From an optimization exercise on the open Yosys and OpenROAD flow, aimed at small area; shortcuts taken in it are not production practice.
The RTL was checked by simulation tests, not by an equivalence proof against the original design.
Power and IR drop assume default switching activity.

File: flow/constraint.sdc
create_clock -name core_clock -period 4.0 [get_ports {i_clk}]
set_input_delay 0.8000 -clock core_clock [delete_from_list [all_inputs] [get_ports {i_clk}]]
set_output_delay 0.8000 -clock core_clock [all_outputs]
set_load 0.01 [all_outputs]
File: flow/design.v
module round_key_bank #(
  parameter int unsigned WIDTH = 128,
  parameter int unsigned DEPTH = 10,
  parameter int unsigned BANKS = 2,
  localparam int unsigned AW = (DEPTH > 1) ? $clog2(DEPTH) : 1,
  localparam int unsigned BW = (BANKS > 1) ? $clog2(BANKS) : 1
) (
  input  logic             i_clk,
  input  logic             i_rst,
  input  logic             i_wr_start,
  input  logic [BW-1:0]    i_wr_bank,
  input  logic             i_wr_valid,
  input  logic [WIDTH-1:0] i_wr_data,
  output logic             o_wr_ready,
  input  logic             i_zeroize,
  input  logic             i_rd_en,
  input  logic [BW-1:0]    i_rd_bank,
  input  logic [AW-1:0]    i_rd_addr,
  output logic [WIDTH-1:0] o_rd_data,
  output logic             o_rd_valid,
  output logic             o_rd_err,
  output logic [BANKS-1:0] o_bank_ready,
  output logic             o_busy
);
  localparam int unsigned NENT = BANKS * DEPTH;
  localparam int unsigned CW   = (NENT > 1) ? $clog2(NENT) : 1;
  logic             r_load;
  logic             r_zero;
  logic [BW-1:0]    r_bank;
  logic [CW-1:0]    r_cnt;
  logic [BANKS-1:0] r_bank_ready;
  logic             r_rd_valid;
  logic             r_rd_err;
  logic [NENT-1:0]  r_rd_nsel;
  logic             r_rd_ph;
  logic [NENT-1:0]  w_rd_sel;
  logic [WIDTH:0]   r_mem [BANKS][DEPTH];
  logic             w_beat;
  logic             w_clr;
  logic [WIDTH:0]   w_wd;
  logic [WIDTH-1:0] w_word;
  assign o_wr_ready   = r_load;
  assign o_busy       = r_load | r_zero;
  assign o_bank_ready = r_bank_ready;
  assign o_rd_valid   = r_rd_valid;
  assign o_rd_err     = r_rd_err;
  assign w_beat = r_load & i_wr_valid & ~i_zeroize;
  assign w_clr  = r_zero;
  assign w_wd   = {1'b0, i_wr_data};
  always_ff @(posedge i_clk or posedge i_rst) begin
    if (i_rst) begin
      r_load       <= 1'b0;
      r_zero       <= 1'b0;
      r_bank       <= '0;
      r_cnt        <= '0;
      r_bank_ready <= '0;
    end else begin
      if (r_zero) begin
        if (r_cnt == CW'(NENT - 1)) begin
          r_cnt  <= '0;
          r_zero <= 1'b0;
        end else begin
          r_cnt <= r_cnt + CW'(1);
        end
      end else if (i_zeroize) begin
        r_zero       <= 1'b1;
        r_load       <= 1'b0;
        r_cnt        <= '0;
        r_bank_ready <= '0;
      end else if (r_load) begin
        if (i_wr_valid) begin
          if (r_cnt == CW'(DEPTH - 1)) begin
            r_cnt                <= '0;
            r_load               <= 1'b0;
            r_bank_ready[r_bank] <= 1'b1;
          end else begin
            r_cnt <= r_cnt + CW'(1);
          end
        end
      end else if (i_wr_start && (32'(i_wr_bank) < BANKS)) begin
        r_load                  <= 1'b1;
        r_bank                  <= i_wr_bank;
        r_cnt                   <= '0;
        r_bank_ready[i_wr_bank] <= 1'b0;
      end
    end
  end
  for (genvar b = 0; b < BANKS; b++) begin : g_bank
    logic w_load_b;
    logic w_sh;
    logic w_hd;
    assign w_load_b = w_beat & (r_bank == BW'(b));
    assign w_sh     = w_load_b | w_clr;
    assign w_hd     = ~w_load_b | w_clr;
    always_ff @(posedge i_clk) begin
      for (int k = 0; k < DEPTH - 1; k++)
        r_mem[b][k] <= ~((r_mem[b][k] | {(WIDTH+1){w_sh}}) & (r_mem[b][k+1] | {(WIDTH+1){w_hd}}));
      r_mem[b][DEPTH-1] <= ~((r_mem[b][DEPTH-1] | {(WIDTH+1){w_sh}}) & (w_wd | {(WIDTH+1){w_hd}}));
    end
  end
  always_ff @(posedge i_clk or posedge i_rst) begin
    if (i_rst) r_rd_valid <= 1'b0;
    else       r_rd_valid <= i_rd_en;
  end
  always_comb begin
    for (int b = 0; b < BANKS; b++)
      for (int k = 0; k < DEPTH; k++)
        w_rd_sel[b*DEPTH+k] = r_bank_ready[b] && (32'(i_rd_bank) == b) && (32'(i_rd_addr) == k);
  end
  always_ff @(posedge i_clk) begin
    r_rd_err <= ~((32'(i_rd_bank) < BANKS) && (32'(i_rd_addr) < DEPTH) && r_bank_ready[i_rd_bank]);
    r_rd_nsel <= ~w_rd_sel;
    r_rd_ph  <= 1'b1;
    for (int b = 0; b < BANKS; b++)
      for (int k = 0; k < DEPTH; k++)
        if (w_rd_sel[b*DEPTH+k]) r_rd_ph <= ~r_mem[b][k][WIDTH];
  end
  always_comb begin
    w_word = '1;
    for (int b = 0; b < BANKS; b++)
      for (int k = 0; k < DEPTH; k++)
        w_word = w_word & (r_mem[b][k][WIDTH-1:0] | {WIDTH{r_rd_nsel[b*DEPTH+k]}});
  end
  assign o_rd_data = w_word ^ {WIDTH{r_rd_ph}};
endmodule
File: flow/standard.sh
#!/bin/bash
# synth_recipe.tcl (not shown) runs the flow's synth.tcl, then flattens the netlist and writes it again
# the make line also repeats each setting of config.mk as NAME=value (left out here)
make -C /OpenROAD-flow-scripts/flow DESIGN_CONFIG=/design/flow/config.mk WORK_HOME=/design/flow/orfs CLKGATE_MAP_FILE= SYNTH_SCRIPT=/design/flow/synth_recipe.tcl "${@:-finish}"
File: flow/config.mk
export PLATFORM = sky130hd
export DESIGN_NAME = round_key_bank
export DESIGN_NICKNAME = round_key_bank
export VERILOG_FILES = /design/flow/design.v
export SDC_FILE = /design/flow/constraint.sdc
export NUM_CORES = 4
export LEC_CHECK = 0
export CAP_MARGIN = 20
export CORE_MARGIN = 2
export CORE_UTILIZATION = 75
export CTS_CLUSTER_DIAMETER = 100
export CTS_CLUSTER_SIZE = 30
export PLACE_DENSITY = 0.88
export SLEW_MARGIN = 20
File: flow/flow/run.sh
#!/bin/bash
# Layout: the standard flow (standard.sh: standard synthesis, floorplan, power grid,
# placement, CTS, routing), with one change: the buffers that buffer_ports puts on every
# input and output port are sky130_fd_sc_hd__buf_1 instead of the default delay buffer.
# make's output goes to flow_make.log here; ORFS keeps each step's log under orfs/logs/.
set -euo pipefail
bash standard.sh "BUFFER_PORTS_ARGS=-buffer_cell sky130_fd_sc_hd__buf_1" finish > flow_make.log 2>&1
==> impl_metrics.csv, run 1 <==
group,metric,value,unit
detailed_routing,route.detailed.drc,0,
pwr,clock_power_share,19.7,%
detailed_routing,wl_per_cell,27.1,µm
sta,maxSlewViolCount,0,
die,rows,125,
placed_design,dp_slack,1.00,ns
logic_synthesis,netlist_top_cells_count,"o22ai_1 (3,603), dfxtp_1 (2,602), buf_2 (406)",
logic_synthesis,postSynthCellCount,8239,
critical_path,cpPeakStageDelay,0.70,ns
sta,setup_viol_count_final,0,
logic_synthesis,synth-main-ff-cell,"dfxtp_1",
detailed_routing,wirelength,258000,µm
die,design.core.area,116000,µm²
placed_design,globalplace.congestion,0.898,
logic_synthesis,synthTopCellsByArea,"dfxtp_1 (60%), o22ai_1 (26%), buf_2 (2.3%), nor2_1 (1.7%), buf_6 (1.7%)",
critical_path,end_kind,"output pin",
logic_synthesis,synth_nets,8381,
pwr,powerDensity,680,nW/µm²
global_route,first_global_vias,69774,
detailed_routing,drtIter0Drc,11820,
pwr,swShare,31.6,%
critical_path,crit_chain,"buf_4, o221ai_1, nor3_1, nand4_1, xnor2_1, buf_1",
clock_network,cts.sinks,2613,
logic_synthesis,yosysSeqAreaShare,59.9,%
global_route,grt_antenna_before_repair,5,
critical_path,rr_startpoint,"r_zero",
sta,fin_worst_skew,0.0244,ns
logic_synthesis,syn_area,87400,µm²
die,die_h,345,µm
sta,fin_crit_sh,97.7,%
finish,drive_gt1_share,4.94,%
clock_network,cts_root_buf,"clkbuf_16",
hold_path,holdCritPathClass,"in -> async",
pwr,total_power,61.6,mW
sta,hold_violations,0,
logic_synthesis,synthArstFlopShare,0.421,%
clock_network,insertion_delay,0.74,ns
logic_synthesis,synth_cell_types,54,
pwr,internal_power,42.1,mW
clock_network,postCtsSetupBuffers,0,
pwr,ir_worst_vdd,0.000646,V
clock_network,clk_pin_slew_worst_paths,0.11,ns
die,start_util,75.5,%
sta,finalWorstPathRequiredPeriod,3.91,ns
clock_network,clock_path_buffers,3,
finish,nets,8130,
global_route,grt_pass1_wl,394000,µm
die,ios,274,
sta,rsz0062_at_grt,"false",
critical_path,crit_required,3.20,ns
detailed_routing,drt-pass1-iter-count,10,
critical_path,reg2reg_slack,1.36,ns
critical_path,crit_type,"reg -> out",
critical_path,path_max_fanout,21,
pwr,seq_power_share,62.0,%
global_route,track_usage,40.7,%
critical_path,start_kind,"register",
critical_path,crit_slowest_cell,"dfxtp_4",
finish,syn_to_final_growth,3.66,%
pwr,p_switching,19.5,mW
clock_network,cts_resized,0,
clock_network,cts_tree,"yes",
clock_network,numCtsBuffers,97,
placed_design,placed_area,88100,µm²
pwr,comb_power_share,18.3,%
flow_run,cap_violations,0,
logic_synthesis,synth_top_area_share,59.6,%
logic_synthesis,synth_edf_count,0,
logic_synthesis,postSynthAreaPerCell,10.6,µm²
detailed_routing,routed-via-count,75372,
outcome,status,"complete, no violations",
logic_synthesis,yosysTopAreaCell,"dfxtp_1",
sta,relSlewSlack,37.8,%
sta,max_clock_freq,256,MHz
sta,tightest_slew,0.934,ns
die,fp.dieArea,119000,µm²
placed_design,dp_hpwl,151000,µm
global_route,grt_max_degree,172,
clock_network,htreeDepth,3,
sta,final.setup.worst_slack,0.0918,ns
critical_path,crit_arrival,3.11,ns
detailed_routing,ant_nets,0,
detailed_routing,via_per_inst,7.91,
die,die_x,345,µm
pwr,p_leak,35.6,nW
logic_synthesis,yosysWarnings,2,
logic_synthesis,synth_most_common_cell,"o22ai_1",
critical_path,worstSetupStartpoint,"r_rd_nsel[15]",
sta,setup_tns,0,ns
placed_design,port_buffers,273,
logic_synthesis,synth_seq_cells,2613,
clock_network,cts-hold-fix-buffers,0,
finish,postLayoutCellArea,90600,µm²
global_route,grt_overflow,0,
[registers in the layout (all words and copies together) (netlist names)]
register / count
r_rd_ph: 1
r_zero: 1
r_bank_ready: 2
r_mem: 2580
r_rd_err: 1
r_bank: 1
r_cnt: 5
r_rd_nsel: 20
r_rd_valid: 1
r_load: 1
[through the flow]
| stage | hold WS (ns) | std cells | utilization (%) |
|---|---|---|---|
| after CTS | 0.00240 | 9526 | 78.2 |
| after detailed placement | 0.428 | 9413 | 76.0 |
| after global placement | 0.417 | 9413 | 76.0 |
| after global routing | 0.0485 | 9528 | 78.2 |
| after floorplan | 0.412 | 8239 | - |
| final | 0.0185 | 9528 | 78.2 |
[logic make-up after synthesis]
kind of cell / share of synthesized area [%]
AOI/OAI and AO/OA: 28.6
DFF: 59.9
buffers and inverters: 6.32
and+or+nand+nor: 3.77
xor gates and xnor gates: 1.28
muxes: 0.103
adders and majority gates: 0.0286
[path summary, 6_finish.rpt]
kind | endpoint | depth (start not counted)
worst max-delay path | o_rd_data[27] | 6
worst min-delay path | r_load | 2
worst max register to register | r_mem[15][68] | 5
worst min register to register | r_mem[0][41] | 1
max in group asynchronous | r_cnt[4] | 2
min in group core_clock | r_rd_valid | 1
[routing by layer]
metal	up-vias	GRT usage, %	part of all wire (%)
li1	32320	-	-
met1	35847	55.2	37
met2	5975	60.7	43
met3	1224	9.51	13
met4	6	21.5	6.1
met5	-	0	0.014
[worst max-delay path, delay by kind of cell (launching register included)]
family / cells / cell delay (ns)
flip-flops: 1 / 0.70
AND/OR/NAND/NOR: 2 / 0.59
AO/OA/AOI/OAI: 1 / 0.19
XOR/XNOR: 1 / 0.25
buffers and inverters: 2 / 0.62
[layout make-up]
type	count	area, µm²
antenna	2	5.00
clock buffer	108	2510
clock inverter	5	65.1
fill	7293	25200
inverter	4	15.0
multi-input combinational	4747	29600
sequential	2613	52400
tap	1524	1910
timing repair buffer	525	4130
[power by group through the flow]
stage / sequential [mW] / combinational, mW / clock, mW
floorplan: 36.6 / 9.15 / 0
global placement: 38.0 / 10.4 / 0
detailed placement: 38.3 / 11.0 / 0
CTS: 37.8 / 11.0 / 12.1
global route: 38.7 / 12.1 / 13.0
finish: 38.2 / 11.2 / 12.1
[cell usage in the layout, fill, tap and decap left out, types with 3 or more instances in the layout]
cell       count
o22ai_1     3603
dfxtp_1     2581
nor2_1       394
buf_1        273
buf_4        155
nor3_1       134
nand4_1      132
o22a_1       128
o221ai_1     128
xnor2_1      128
clkbuf_16     99
buf_12        97
nand2_1       26
dfxtp_4       21
nand3_1       11
dfrtp_1       11
clkbuf_1       9
a21oi_1        6
o21ai_0        6
nor2b_1        4
mux2_2         4
a22o_1         3
mux2i_1        3
inv_6          3
==> run 2, diff against run 1 <==
--- a/flow/design.v
+++ b/flow/design.v
@@ -32,12 +32,8 @@
   logic             r_rd_valid;
   logic             r_rd_err;
-  logic [NENT-1:0]  r_rd_nsel;
-  logic             r_rd_ph;
-  logic [NENT-1:0]  w_rd_sel;
-  logic [WIDTH:0]   r_mem [BANKS][DEPTH];
+  logic [NENT-1:0]  r_rd_sel;
+  logic [WIDTH-1:0] r_mem [BANKS][DEPTH];
   logic             w_beat;
-  logic             w_clr;
-  logic [WIDTH:0]   w_wd;
-  logic [WIDTH-1:0] w_word;
+  logic [WIDTH-1:0] w_wd;
   assign o_wr_ready   = r_load;
   assign o_busy       = r_load | r_zero;
@@ -46,6 +42,5 @@
   assign o_rd_err     = r_rd_err;
   assign w_beat = r_load & i_wr_valid & ~i_zeroize;
-  assign w_clr  = r_zero;
-  assign w_wd   = {1'b0, i_wr_data};
+  assign w_wd   = r_zero ? '0 : i_wr_data;
   always_ff @(posedge i_clk or posedge i_rst) begin
     if (i_rst) begin
@@ -87,14 +82,11 @@
   end
   for (genvar b = 0; b < BANKS; b++) begin : g_bank
-    logic w_load_b;
-    logic w_sh;
-    logic w_hd;
-    assign w_load_b = w_beat & (r_bank == BW'(b));
-    assign w_sh     = w_load_b | w_clr;
-    assign w_hd     = ~w_load_b | w_clr;
+    logic w_shift;
+    assign w_shift = r_zero | (w_beat & (r_bank == BW'(b)));
     always_ff @(posedge i_clk) begin
-      for (int k = 0; k < DEPTH - 1; k++)
-        r_mem[b][k] <= ~((r_mem[b][k] | {(WIDTH+1){w_sh}}) & (r_mem[b][k+1] | {(WIDTH+1){w_hd}}));
-      r_mem[b][DEPTH-1] <= ~((r_mem[b][DEPTH-1] | {(WIDTH+1){w_sh}}) & (w_wd | {(WIDTH+1){w_hd}}));
+      if (w_shift) begin
+        for (int k = 0; k < DEPTH - 1; k++) r_mem[b][k] <= r_mem[b][k+1];
+        r_mem[b][DEPTH-1] <= w_wd;
+      end
     end
   end
@@ -103,23 +95,15 @@
     else       r_rd_valid <= i_rd_en;
   end
-  always_comb begin
+  always_ff @(posedge i_clk) begin
+    r_rd_err <= ~((32'(i_rd_bank) < BANKS) && (32'(i_rd_addr) < DEPTH) && r_bank_ready[i_rd_bank]);
     for (int b = 0; b < BANKS; b++)
       for (int k = 0; k < DEPTH; k++)
-        w_rd_sel[b*DEPTH+k] = r_bank_ready[b] && (32'(i_rd_bank) == b) && (32'(i_rd_addr) == k);
+        r_rd_sel[b*DEPTH+k] <= r_bank_ready[b] && (32'(i_rd_bank) == b) && (32'(i_rd_addr) == k);
   end
-  always_ff @(posedge i_clk) begin
-    r_rd_err <= ~((32'(i_rd_bank) < BANKS) && (32'(i_rd_addr) < DEPTH) && r_bank_ready[i_rd_bank]);
-    r_rd_nsel <= ~w_rd_sel;
-    r_rd_ph  <= 1'b1;
+  always_comb begin
+    o_rd_data = '0;
     for (int b = 0; b < BANKS; b++)
       for (int k = 0; k < DEPTH; k++)
-        if (w_rd_sel[b*DEPTH+k]) r_rd_ph <= ~r_mem[b][k][WIDTH];
+        o_rd_data = o_rd_data | ({WIDTH{r_rd_sel[b*DEPTH+k]}} & r_mem[b][k]);
   end
-  always_comb begin
-    w_word = '1;
-    for (int b = 0; b < BANKS; b++)
-      for (int k = 0; k < DEPTH; k++)
-        w_word = w_word & (r_mem[b][k][WIDTH-1:0] | {WIDTH{r_rd_nsel[b*DEPTH+k]}});
-  end
-  assign o_rd_data = w_word ^ {WIDTH{r_rd_ph}};
 endmodule
--- a/flow/config.mk
+++ b/flow/config.mk
@@ -8,7 +8,7 @@
 export CAP_MARGIN = 20
 export CORE_MARGIN = 2
-export CORE_UTILIZATION = 75
+export CORE_UTILIZATION = 65
 export CTS_CLUSTER_DIAMETER = 100
 export CTS_CLUSTER_SIZE = 30
-export PLACE_DENSITY = 0.88
+export PLACE_DENSITY = 0.8
 export SLEW_MARGIN = 20
==> impl_metrics.csv, run 2 <==
group,metric,value,unit
outcome,status,"complete, no violations",
finish,drive_gt1_share,6.08,%
die,fp.dieArea,146000,µm²
logic_synthesis,postSynthAreaPerCell,19.9,µm²
logic_synthesis,yosysWarnings,2,
finish,reg_top3,"r_mem x2560, r_rd_sel x20, r_cnt x5",
critical_path,crit_arrival,3.10,ns
detailed_routing,ant_nets,0,
pwr,powerDensity,670,nW/µm²
logic_synthesis,yosysTopAreaCell,"edfxtp_1",
pwr,ir_worst_vdd,0.000461,V
detailed_routing,wl_per_cell,33.8,µm
critical_path,path_max_fanout,45,
logic_synthesis,synth_edf_count,2560,
critical_path,rr_startpoint,"r_zero",
logic_synthesis,synth_nets,4789,
global_route,first_global_vias,49892,
sta,fin_worst_skew,0.0316,ns
global_route,grt_antenna_before_repair,11,
critical_path,cpPeakStageDelay,1.08,ns
detailed_routing,route.detailed.drc,0,
finish,largest_register_ffs,2560,
detailed_routing,routed-via-count,51610,
sta,relSlewSlack,25.5,%
critical_path,r2r_cells,4,
critical_path,start_kind,"register",
logic_synthesis,postSynthCellCount,4647,
logic_synthesis,netlist_top_cells_count,"edfxtp_1 (2,560), a221oi_1 (512), a22o_1 (512)",
sta,finalWorstPathRequiredPeriod,3.90,ns
finish,stdcell_count,6830,
sta,setup_viol_count_final,0,
die,ios,274,
die,die_x,382,µm
critical_path,reg2reg_slack,1.57,ns
critical_path,end_kind,"output pin",
clock_network,cts_resized,0,
placed_design,dp.cells,6676,
placed_design,dp_hpwl,132000,µm
sta,maxSlewViolCount,0,
sta,max_clock_freq,256,MHz
finish,largest-register,"r_mem",
hold_path,hold_depth,1,
die,design.core.area,142000,µm²
finish,layout_commonest_cell,"edfxtp_1",
global_route,grt_pass1_wl,331000,µm
die,die_h,382,µm
sta,hold_ws,0.144,ns
logic_synthesis,yosysSeqAreaShare,83.7,%
flow_run,cap_violations,0,
hold_path,min_to,"r_rd_valid",
finish,mostFrequentLayoutCells,"edfxtp_1 (2,560), a22o_1 (512), a221oi_1 (512)",
clock_network,cts.sinks,2592,
critical_path,crit_chain,"buf_4, a22o_1, a221oi_1, and3_1, nand4_1, buf_1",
clock_network,cts-hold-fix-buffers,1,
logic_synthesis,synth_seq_cells,2592,
detailed_routing,wirelength,231000,µm
die,start_util,65.4,%
sta,rsz0062_at_grt,"false",
logic_synthesis,synth_most_common_cell,"edfxtp_1",
detailed_routing,via_per_inst,7.56,
die,rows,138,
logic_synthesis,synthArstFlopShare,0.424,%
logic_synthesis,synth_top_area_share,83.0,%
finish,nFillCells,8141,
sta,hold_violations,0,
sta,tightest_slew,1.12,ns
finish,nets,5028,
hold_path,holdCritPathClass,"in -> reg",
clock_network,clk_pin_slew_worst_paths,0.11,ns
clock_network,cts_root_buf,"clkbuf_16",
logic_synthesis,synth-main-ff-cell,"edfxtp_1",
clock_network,postCtsSetupBuffers,0,
finish,finish.utilization,70.5,%
critical_path,crit_slowest_cell,"dfxtp_4",
global_route,grt_max_degree,160,
finish,syn_to_final_growth,7.69,%
clock_network,insertion_delay,0.76,ns
pwr,p_leak,36.6,nW
pwr,total_power,66.9,mW
detailed_routing,drt-pass1-iter-count,6,
critical_path,r2r_end,"r_mem[2][63]",
detailed_routing,drtIter0Drc,8686,
clock_network,numCtsBuffers,97,
global_route,grt_overflow,0,
global_route,track_usage,30.9,%
critical_path,crit_type,"reg -> out",
clock_network,cts_tree,"yes",
clock_network,clock_path_buffers,3,
sta,fin_crit_sh,97.5,%
logic_synthesis,synth_cell_types,43,
critical_path,crit_required,3.20,ns
placed_design,port_buffers,273,
clock_network,htreeDepth,3,
sta,setup_tns,0,ns
logic_synthesis,synthTopCellsByArea,"edfxtp_1 (83%), a221oi_1 (4.8%), a22o_1 (4.8%), a22oi_1 (2.1%), nor2b_1 (0.88%)",
placed_design,globalplace.congestion,0.852,
hold_path,hold_start,"i_rd_en",
logic_synthesis,syn_area,92700,µm²
[run 2: changes by cell type after synthesis, sizes merged, moves of 125 or more]
cell    previous run  this run
xnor2            128         0
o22ai           3603         1
o221ai           128         0
nor2b              5       130
nor2             397        20
dfxtp           2602        21
a22oi              2       257
nor3             134         6
edfxtp             0      2560
a221oi             0       512
o22a             128         0
a22o               3       512
and3               2       129
buf              794       165
[run 2: how the worst max path moves through the flow]
stage                     slack [ns]        endpoint  cells after the start          from
final                            0.1   o_rd_data[41]                      6  r_rd_sel[18]
after global routing            0.05   o_rd_data[62]                      6  r_rd_sel[14]
after CTS                       0.05   o_rd_data[41]                      6  r_rd_sel[18]
after detailed placement        0.97  o_rd_data[105]                      6   r_rd_sel[6]
after global placement          0.99   o_rd_data[41]                      6  r_rd_sel[18]
after floorplan               -29.01     r_mem[0][0]                      2     i_zeroize
[run 2: layout make-up]
class | count | area (µm²) | share of cell area [%]
Tap cell | 1890 | 2360 | 2.37
Inverter | 5 | 18.8 | 0.0188
Sequential cell | 2592 | 77600 | 77.8
Clock inverter | 5 | 73.8 | 0.0740
Clock buffer | 141 | 2680 | 2.68
Multi-Input combinational cell | 1751 | 13800 | 13.9
Timing Repair Buffer | 439 | 3140 | 3.14
Antenna cell | 7 | 17.5 | 0.0176
[run 2: cell families (layout without fill, tap and decap cells)]
group,Yosys count,after routing,share of synthesized area [%]
buf+inv,304,590,1.38
mux,1,1,0.0122
flops,2592,2592,83.7
fa+ha+maj,2,2,0.0270
other cells,0,7,0
compound gates,1300,1300,11.9
simple gates,448,448,2.94
[run 2: critical path: cells and delay by family (launching register included)]
family,cells,cell delay (ns)
flip-flops,1,1.08
buffers and inverters,2,0.60
AND/OR/NAND/NOR,2,0.40
AO/OA/AOI/OAI,2,0.21
[run 2: power breakdown]
part	leakage, nW	switching [mW]	internal [mW]
sequential	30.5	6.15	43.5
clock	1.33	7.65	4.74
combinational	4.83	3.59	1.21
total	36.6	17.4	49.5
[run 2: per-stage QoR]
stage          setup slack (ns)  area (µm²)
4_1_cts                  0.0493       99800
2_1_floorplan            -29.01       92700
3_5_place_dp              0.973       97000
6_report                  0.100       99800
3_3_place_gp              0.986       97000
5_1_grt                  0.0537       99800
[run 2: layer usage]
layer	share of wire, %	GRT usage [%]
met4	3.3	10.1
met3	14	6.74
met1	36	45.3
met2	46	47.1
met5	0.023	0

[separate check: timing with driven ports]
No port has a modelled driver above. Below, the same layouts with a new extraction and two added sets of constraints. Step 1 (the two cells are an assumption about what drives the block):
set clk [get_ports {i_clk}]
set_driving_cell -lib_cell sky130_fd_sc_hd__clkbuf_16 $clk
set_driving_cell -lib_cell sky130_fd_sc_hd__buf_2 [delete_from_list [all_inputs] $clk]
Step 2, shift: input delay + t, output delay - t, t = (earliest + latest rising clock arrival at the registers) / 2. This alone moves slack from input paths to output paths. Slacks: ideal ports / drivers / drivers and shift; pairs: ideal ports / drivers.
| run | t (ns) | setup slack, ns | hold WS [ns] | pins driven straight from the clock port |
|---|---|---|---|---|
| run 1 | 0.809 | 0.092 / 0.016 / 0.825 | 0.018 / -0.036 / 0.442 | 1 |
| run 2 | 0.826 | 0.100 / 0.017 / 0.843 | 0.144 / 0.087 / 0.446 | 1 |
After both steps setup and hold are still met in every run listed.
